Background: an optimization exercise with open tools, aiming at small area, a short achievable clock period and few clock cycles per item. Do not read the settings as production practice.
RTL that was checked went through simulation tests only; none was proved equivalent to the original.
No activity file was given, so power comes from the tool's default toggle rates.

==> branch nickel: inputs <==
Design lru_ordered_history_set, start of the top module:
module lru_ordered_history_set #(
    parameter int ENTRIES        = 16,
    parameter int FOOTPRINT_BITS = 64
) (
    input  logic                                 clk,
    input  logic                                 rst_n,
    input  logic                                 in_valid,
    output logic                                 in_stall,
    input  logic [1:0]                           cmd,
    input  logic [lohs_pkg::KEY_W-1:0]           offset_key,
    input  logic [lohs_pkg::KEY_W-1:0]           address_key,
    input  logic [lohs_pkg::FP_PORT_W-1:0]       entry_footprint,
    output logic                                 out_valid,
    input  logic                                 out_stall,
    output logic                                 hit,
    output logic [lohs_pkg::SLOT_PORT_W-1:0]     slot,
    output logic [lohs_pkg::FP_PORT_W-1:0]       found_footprint,
    output logic [lohs_pkg::FILL_PORT_W-1:0]     fill_count
);
    localparam int SLOT_W  = (ENTRIES > 1) ? $clog2(ENTRIES) : 1;
    localparam int COUNT_W = $clog2(ENTRIES + 1);
    logic [ENTRIES-1:0]                      cell_wr;
    logic [ENTRIES-1:0]                      cell_eq_o;
    logic [ENTRIES-1:0]                      cell_eq_a;
    logic [ENTRIES-1:0][FOOTPRINT_BITS-1:0]  cell_fp;
    logic [lohs_pkg::KEY_W-1:0]              wr_okey;
    logic [lohs_pkg::KEY_W-1:0]              wr_akey;
    logic [FOOTPRINT_BITS-1:0]               wr_fp;
    lohs_ctrl #(
        .ENTRIES        (ENTRIES),
        .FOOTPRINT_BITS (FOOTPRINT_BITS),
        .SLOT_W         (SLOT_W),
        .COUNT_W        (COUNT_W)
    ) u_ctrl (
        .clk              (clk),
        .rst_n            (rst_n),
        .in_valid         (in_valid),
        .in_stall         (in_stall),
        .cmd              (lohs_pkg::lohs_cmd_t'(cmd)),
        .offset_key       (offset_key),
        .address_key      (address_key),
        .entry_footprint  (entry_footprint[FOOTPRINT_BITS-1:0]),
        .cell_eq_o        (cell_eq_o),
  ...
clock: 9.0 ns
lec_check: 0
cap_margin: 20
core_margin: 2
core_utilization: 55
cts_buf_list: sky130_fd_sc_hd__clkbuf_16
cts_cluster_diameter: 80
cts_cluster_size: 25
setup_slack_margin: 5
slew_margin: 20
standard.sh (not shown) runs the stock make flow with config.mk's settings and CLKGATE_MAP_FILE= SYNTH_SCRIPT=/design/flow/synth_recipe.tcl, a recipe that flattens the netlist after the stock synthesis.
==> flow/flow/run.sh <==
#!/bin/bash
set -euo pipefail
MARGIN=$(cat flow/margin.txt)
bash standard.sh SETUP_SLACK_MARGIN=$MARGIN finish > make_finish.log 2>&1
==> flow/flow/margin.txt <==
5.7
==> inputs of branch ember, as changes to branch nickel <==
--- a/flow/design.v
+++ b/flow/design.v
@@ -141,13 +141,13 @@
             end
         end
     end
     assign full = count_reg[COUNT_W-1];
     assign out_free     = !o_valid || !out_stall;
     assign fire_c       = c_valid && (out_free || !s_valid);
-    assign c_free       = !c_valid || fire_c;
+    assign c_free       = !c_valid || !s_valid;
     assign fire_b       = b_valid && c_free;
     assign accept       = in_valid && !stall_reg;
     assign b_valid_next = accept || (b_valid && !fire_b);
     assign c_valid_next = fire_b || (c_valid && !fire_c);
     assign o_valid_next = out_free ? (s_valid || c_valid) : 1'b1;
     assign s_valid_next = out_free ? (s_valid && c_valid) : (s_valid || c_valid);
==> inputs of branch zinc, as changes to branch nickel <==
--- a/flow/design.v
+++ b/flow/design.v
@@ -76,54 +76,47 @@
     logic [COUNT_W-1:0]            count_next;
     logic [ENTRIES-1:0]            valid;
     logic                          full;
     logic [ENTRIES-1:0][ENTRIES-1:0] rec_reg;
     logic [ENTRIES-1:0][ENTRIES-1:0] newer;
     logic                          b_valid;
+    logic                          b_new;       
     lohs_pkg::lohs_cmd_t           b_cmd;
+    logic [ENTRIES-1:0]            b_match;
+    logic [SLOT_W-1:0]             b_slot;
     logic [lohs_pkg::KEY_W-1:0]    b_okey;
     logic [lohs_pkg::KEY_W-1:0]    b_akey;
     logic [FOOTPRINT_BITS-1:0]     b_fp;
-    logic [ENTRIES-1:0]            b_eq_o;
-    logic [ENTRIES-1:0]            b_eq_a;
-    logic [ENTRIES-1:0]            b_wrote;     
-    logic                          b_fwd_o;     
-    logic                          b_fwd_a;
-    logic                          c_valid;
-    logic [ENTRIES-1:0]            c_sel;
-    logic                          c_hit;
-    logic [SLOT_W-1:0]             c_slot;
-    logic [COUNT_W-1:0]            c_fill;
     logic                          o_valid;
     logic [RES_W-1:0]              o_res;
     logic                          s_valid;
     logic [RES_W-1:0]              s_res;
     logic                          stall_reg;
     logic                          accept;
-    logic                          out_free;
-    logic                          fire_c;
-    logic                          c_free;
-    logic                          fire_b;
-    logic                          b_valid_next;
-    logic                          c_valid_next;
-    logic                          o_valid_next;
-    logic                          s_valid_next;
+    logic                          fwd_match;
+    logic [ENTRIES-1:0]            match_next;
     logic                          b_insert;
     logic                          b_touch;
-    logic [ENTRIES-1:0]            match;
+    logic                          do_insert;
     logic [ENTRIES-1:0]            free_slot;
     logic [ENTRIES-1:0]            lru;
     logic [ENTRIES-1:0]            victim;
     logic [SLOT_W-1:0]             victim_num;
     logic [ENTRIES-1:0]            promote;
     logic [ENTRIES-1:0]            sel_look;
     logic [ENTRIES-1:0]            sel_touch;
     logic [ENTRIES-1:0]            sel;
-    logic [SLOT_W-1:0]             sel_num;
+    logic                          res_hit;
+    logic [SLOT_W-1:0]             res_slot;
     logic [FOOTPRINT_BITS-1:0]     res_fp;
     logic [RES_W-1:0]              res;
+    logic                          out_free;
+    logic                          fire;
+    logic                          o_valid_next;
+    logic                          s_valid_next;
+    logic                          b_valid_next;
     always_comb
     begin
         for (int s = 0; s < ENTRIES; s++)
         begin
             valid[s]     = (COUNT_W'(s) < count_reg);
             free_slot[s] = (COUNT_W'(s) == count_reg);
@@ -139,115 +132,73 @@
                 else
                     newer[i][j] = 1'b0;
             end
         end
     end
     assign full = count_reg[COUNT_W-1];
-    assign out_free     = !o_valid || !out_stall;
-    assign fire_c       = c_valid && (out_free || !s_valid);
-    assign c_free       = !c_valid || fire_c;
-    assign fire_b       = b_valid && c_free;
-    assign accept       = in_valid && !stall_reg;
-    assign b_valid_next = accept || (b_valid && !fire_b);
-    assign c_valid_next = fire_b || (c_valid && !fire_c);
-    assign o_valid_next = out_free ? (s_valid || c_valid) : 1'b1;
-    assign s_valid_next = out_free ? (s_valid && c_valid) : (s_valid || c_valid);
-    always_ff @(posedge clk or negedge rst_n)
+    assign b_insert  = (b_cmd == lohs_pkg::CMD_INSERT);
+    assign b_touch   = (b_cmd == lohs_pkg::CMD_TOUCH);
+    assign do_insert = b_new && b_insert;
+    always_comb
     begin
-        if (!rst_n)
-        begin
-            b_valid   <= 1'b0;
-            c_valid   <= 1'b0;
-            o_valid   <= 1'b0;
-            s_valid   <= 1'b0;
-            stall_reg <= 1'b0;
-        end
-        else
+        for (int s = 0; s < ENTRIES; s++)
         begin
-            b_valid   <= b_valid_next;
-            c_valid   <= c_valid_next;
-            o_valid   <= o_valid_next;
-            s_valid   <= s_valid_next;
-            stall_reg <= b_valid_next && c_valid_next && s_valid_next;
+            lru[s] = 1'b1;
+            for (int t = 0; t < ENTRIES; t++)
+            begin
+                if (t != s)
+                    lru[s] = lru[s] && newer[t][s];
+            end
         end
-    end
-    always_ff @(posedge clk)
-    begin
-        if (accept)
+        victim     = full ? lru : free_slot;
+        victim_num = '0;
+        for (int s = 0; s < ENTRIES; s++)
         begin
-            b_cmd   <= cmd;
-            b_okey  <= offset_key;
-            b_akey  <= address_key;
-            b_fp    <= entry_footprint;
-            b_eq_o  <= cell_eq_o;
-            b_eq_a  <= cell_eq_a;
-            b_wrote <= cell_wr;
-            b_fwd_o <= (b_okey == offset_key);
-            b_fwd_a <= (b_akey == address_key);
+            if (victim[s])
+                victim_num = victim_num | SLOT_W'(s);
         end
+        cell_wr    = do_insert ? victim : '0;
+        count_next = (do_insert && !full) ? count_reg + COUNT_W'(1) : count_reg;
     end
-    assign b_insert = (b_cmd == lohs_pkg::CMD_INSERT);
-    assign b_touch  = (b_cmd == lohs_pkg::CMD_TOUCH);
+    assign wr_offset_key  = b_okey;
+    assign wr_address_key = b_akey;
+    assign wr_footprint   = b_fp;
     always_comb
     begin
         for (int s = 0; s < ENTRIES; s++)
         begin
-            if (b_cmd == lohs_pkg::CMD_LOOKUP_OFFSET)
-                match[s] = b_wrote[s] ? b_fwd_o : (valid[s] && b_eq_o[s]);
-            else
-                match[s] = b_wrote[s] ? b_fwd_a : (valid[s] && b_eq_a[s]);
-        end
-        for (int s = 0; s < ENTRIES; s++)
-        begin
-            sel_look[s] = match[s];
+            sel_look[s] = b_match[s];
             for (int t = 0; t < ENTRIES; t++)
             begin
                 if (t != s)
-                    sel_look[s] = sel_look[s] && (!match[t] || newer[s][t]);
+                    sel_look[s] = sel_look[s] && (!b_match[t] || newer[s][t]);
             end
-            sel_touch[s] = match[s];
+            sel_touch[s] = b_match[s];
             for (int t = 0; t < s; t++)
             begin
-                sel_touch[s] = sel_touch[s] && !match[t];
+                sel_touch[s] = sel_touch[s] && !b_match[t];
             end
         end
         if (b_insert)
             sel = '0;
         else if (b_touch)
             sel = sel_touch;
         else
             sel = sel_look;
-        sel_num = '0;
+        res_hit  = !b_insert && (|b_match);
+        res_slot = b_insert ? (b_new ? victim_num : b_slot) : '0;
+        res_fp   = '0;
         for (int s = 0; s < ENTRIES; s++)
         begin
             if (sel[s])
-                sel_num = sel_num | SLOT_W'(s);
+                res_slot = res_slot | SLOT_W'(s);
+            res_fp = res_fp | (cell_footprint[s] & {FOOTPRINT_BITS{sel[s]}});
         end
-        promote = (b_valid && b_touch) ? sel_touch : '0;
-        for (int s = 0; s < ENTRIES; s++)
-        begin
-            lru[s] = 1'b1;
-            for (int t = 0; t < ENTRIES; t++)
-            begin
-                if (t != s)
-                    lru[s] = lru[s] && newer[t][s];
-            end
-        end
-        victim     = full ? lru : free_slot;
-        victim_num = '0;
-        for (int s = 0; s < ENTRIES; s++)
-        begin
-            if (victim[s])
-                victim_num = victim_num | SLOT_W'(s);
-        end
-        cell_wr    = (fire_b && b_insert) ? victim : '0;
-        count_next = (fire_b && b_insert && !full) ? count_reg + COUNT_W'(1) : count_reg;
+        promote = cell_wr | ((b_new && b_touch) ? sel_touch : '0);
     end
-    assign wr_offset_key  = b_okey;
-    assign wr_address_key = b_akey;
-    assign wr_footprint   = b_fp;
+    assign res = {res_hit, res_slot, res_fp, count_next};
     always_ff @(posedge clk or negedge rst_n)
     begin
         if (!rst_n)
         begin
             count_reg <= '0;
         end
@@ -259,45 +210,79 @@
     for (genvar i = 0; i < ENTRIES; i++)
     begin : g_rec_row
         for (genvar j = i + 1; j < ENTRIES; j++)
         begin : g_rec_col
             always_ff @(posedge clk)
             begin
-                if (promote[i] || cell_wr[i])
+                if (promote[i])
                     rec_reg[i][j] <= 1'b1;
-                else if (promote[j] || cell_wr[j])
+                else if (promote[j])
                     rec_reg[i][j] <= 1'b0;
             end
         end
     end
-    always_ff @(posedge clk)
+    assign accept = in_valid && !stall_reg;
+    assign fwd_match = (cmd == lohs_pkg::CMD_LOOKUP_OFFSET) ? (b_okey == offset_key)
+                                                            : (b_akey == address_key);
+    always_comb
     begin
-        if (c_free)
+        for (int s = 0; s < ENTRIES; s++)
         begin
-            c_sel  <= sel;
-            c_hit  <= !b_insert && (|match);
-            c_slot <= b_insert ? victim_num : sel_num;
-            c_fill <= count_next;
+            if (cell_wr[s])
+                match_next[s] = fwd_match;
+            else
+                match_next[s] = valid[s] &&
+                    ((cmd == lohs_pkg::CMD_LOOKUP_OFFSET) ? cell_eq_o[s] : cell_eq_a[s]);
         end
     end
-    always_comb
+    assign out_free     = !o_valid || !out_stall;
+    assign fire         = b_valid && (out_free || !s_valid);
+    assign o_valid_next = out_free ? (s_valid || b_valid) : 1'b1;
+    assign s_valid_next = out_free ? (s_valid && b_valid) : (s_valid || b_valid);
+    assign b_valid_next = accept || (b_valid && !fire);
+    always_ff @(posedge clk or negedge rst_n)
     begin
-        res_fp = '0;
-        for (int s = 0; s < ENTRIES; s++)
+        if (!rst_n)
         begin
-            res_fp = res_fp | (cell_footprint[s] & {FOOTPRINT_BITS{c_sel[s]}});
+            b_valid   <= 1'b0;
+            b_new     <= 1'b0;
+            o_valid   <= 1'b0;
+            s_valid   <= 1'b0;
+            stall_reg <= 1'b0;
         end
+        else
+        begin
+            b_valid   <= b_valid_next;
+            b_new     <= accept;
+            o_valid   <= o_valid_next;
+            s_valid   <= s_valid_next;
+            stall_reg <= b_valid_next && o_valid_next && s_valid_next;
+        end
+    end
+    always_ff @(posedge clk)
+    begin
+        b_okey <= offset_key;
+        b_akey <= address_key;
+        b_fp   <= entry_footprint;
     end
-    assign res = {c_hit, c_slot, res_fp, c_fill};
     always_ff @(posedge clk)
     begin
-        if (out_free && (s_valid || c_valid))
+        if (accept)
+        begin
+            b_cmd   <= cmd;
+            b_match <= match_next;
+        end
+        if (b_new)
+        begin
+            b_slot <= victim_num;
+        end
+        if (out_free && (s_valid || b_valid))
         begin
             o_res <= s_valid ? s_res : res;
         end
-        if (c_valid && (s_valid ? out_free : !out_free))
+        if (b_valid && (s_valid ? out_free : !out_free))
         begin
             s_res <= res;
         end
     end
     assign in_stall = stall_reg;
     assign out_valid = o_valid;
==> flow/run.sh (new file) <==
#!/bin/bash
# synth_recipe.tcl (not shown) runs the flow's synth.tcl, then flattens the netlist and writes it again
# the make line also repeats each setting of config.mk as NAME=value (left out here)
make -C /OpenROAD-flow-scripts/flow DESIGN_CONFIG=/design/flow/config.mk WORK_HOME=/design/flow/orfs CLKGATE_MAP_FILE= SYNTH_SCRIPT=/design/flow/synth_recipe.tcl finish
==> flow/config.mk (replaced) <==
export PLATFORM = sky130hd
export DESIGN_NAME = lru_ordered_history_set
export DESIGN_NICKNAME = lru_ordered_history_set
export VERILOG_FILES = /design/flow/design.v
export SDC_FILE = /design/flow/constraint.sdc
export NUM_CORES = 8
export LEC_CHECK = 0
export CAP_MARGIN = 20
export CORE_MARGIN = 2
export CORE_UTILIZATION = 55
export SETUP_SLACK_MARGIN = 5
export SLEW_MARGIN = 20
removed: flow/flow/run.sh
removed: flow/flow/margin.txt
removed: flow/standard.sh
==> summary.txt <==
Outcome: branch zinc complete, no violations; branch nickel complete, no violations; branch ember complete, no violations
Count of cell types in the netlist: branch zinc 77; branch nickel 90; branch ember 88
Leakage power: branch zinc 52.78 nW; branch nickel 55.55 nW; branch ember 55.04 nW
Detailed-route vias per instance: branch zinc 6.727; branch nickel 6.600; branch ember 6.707
Post-Synth Simple-Gate Area: branch zinc 6.804%; branch nickel 4.943%; branch ember 5.066%
Average wire per standard cell: branch zinc 39.81 microns; branch nickel 37.94 microns; branch ember 39.72 microns
Placed insts: branch zinc 12550; branch nickel 12050; branch ember 12110
Max Clock Freq: branch zinc 245.8 MHz; branch nickel 286.6 MHz; branch ember 288.6 MHz
Startpoint type of the worst setup path: branch zinc input pin; branch nickel flop; branch ember flop
Horiz. Die Dim: branch zinc 511.7 microns; branch nickel 515.2 microns; branch ember 515.3 microns
Power per unit of standard cell area: branch zinc 241.8 nW/um^2; branch nickel 230.8 nW/um^2; branch ember 237.7 nW/um^2
Final core occ: branch zinc 64.03%; branch nickel 63.81%; branch ember 63.28%
Post-Route M1 WL: branch zinc 201000 microns; branch nickel 194300 microns; branch ember 195600 microns
Critical path fanouts, max: branch zinc 19; branch nickel 1; branch ember 67
Relative max-transition margin: branch zinc 12.43%; branch nickel 20.31%; branch ember 22.13%
Startpoint of the most critical hold path: branch zinc u_ctrl.b_akey[24]; branch nickel u_ctrl.b_akey[10]; branch ember u_ctrl.c_fill[0]
Area taken by multi-input logic gates: branch zinc 37150 sq um; branch nickel 36650 sq um; branch ember 36620 sq um
Required arrival time at the worst endpoint: branch zinc 9.80 ns; branch nickel 7.20 ns; branch ember 9.54 ns
Testbench counts of branch nickel, summed over its fixed seeds: cycles 32,024, items 32,000.
Function not checked in branch ember and branch zinc: the RTL went through the layout flow alone.

port drivers added, routing unchanged:
Ports are ideal in the flow. The routed layouts listed here were re-timed in OpenROAD. Step 1, drivers: a clkbuf_16 drives clk and a buf_2 each remaining input, both assumed. Step 2 moves the port delays by t, midway between the first and last clock arrival at a register: inputs arrive t later, outputs are due t later. That takes back most of the time a late clock gives input paths. Slacks: ideal ports / drivers / drivers and shift; pairs: ideal ports / drivers.
run	t, ns	slack for setup (ns)	worst data-port slew with drivers (ns)
branch nickel	0.950	5.511 / 5.413 / 4.626	0.20
branch ember	0.987	5.535 / 5.480 / 4.681	0.15
branch zinc	1.054	4.932 / 4.926 / 3.873	0.15
After both steps setup and hold are still met in every run listed. The setup slack of branch zinc, which loses most, moves by -0.006 ns with the drivers and by -1.059 ns with both steps.
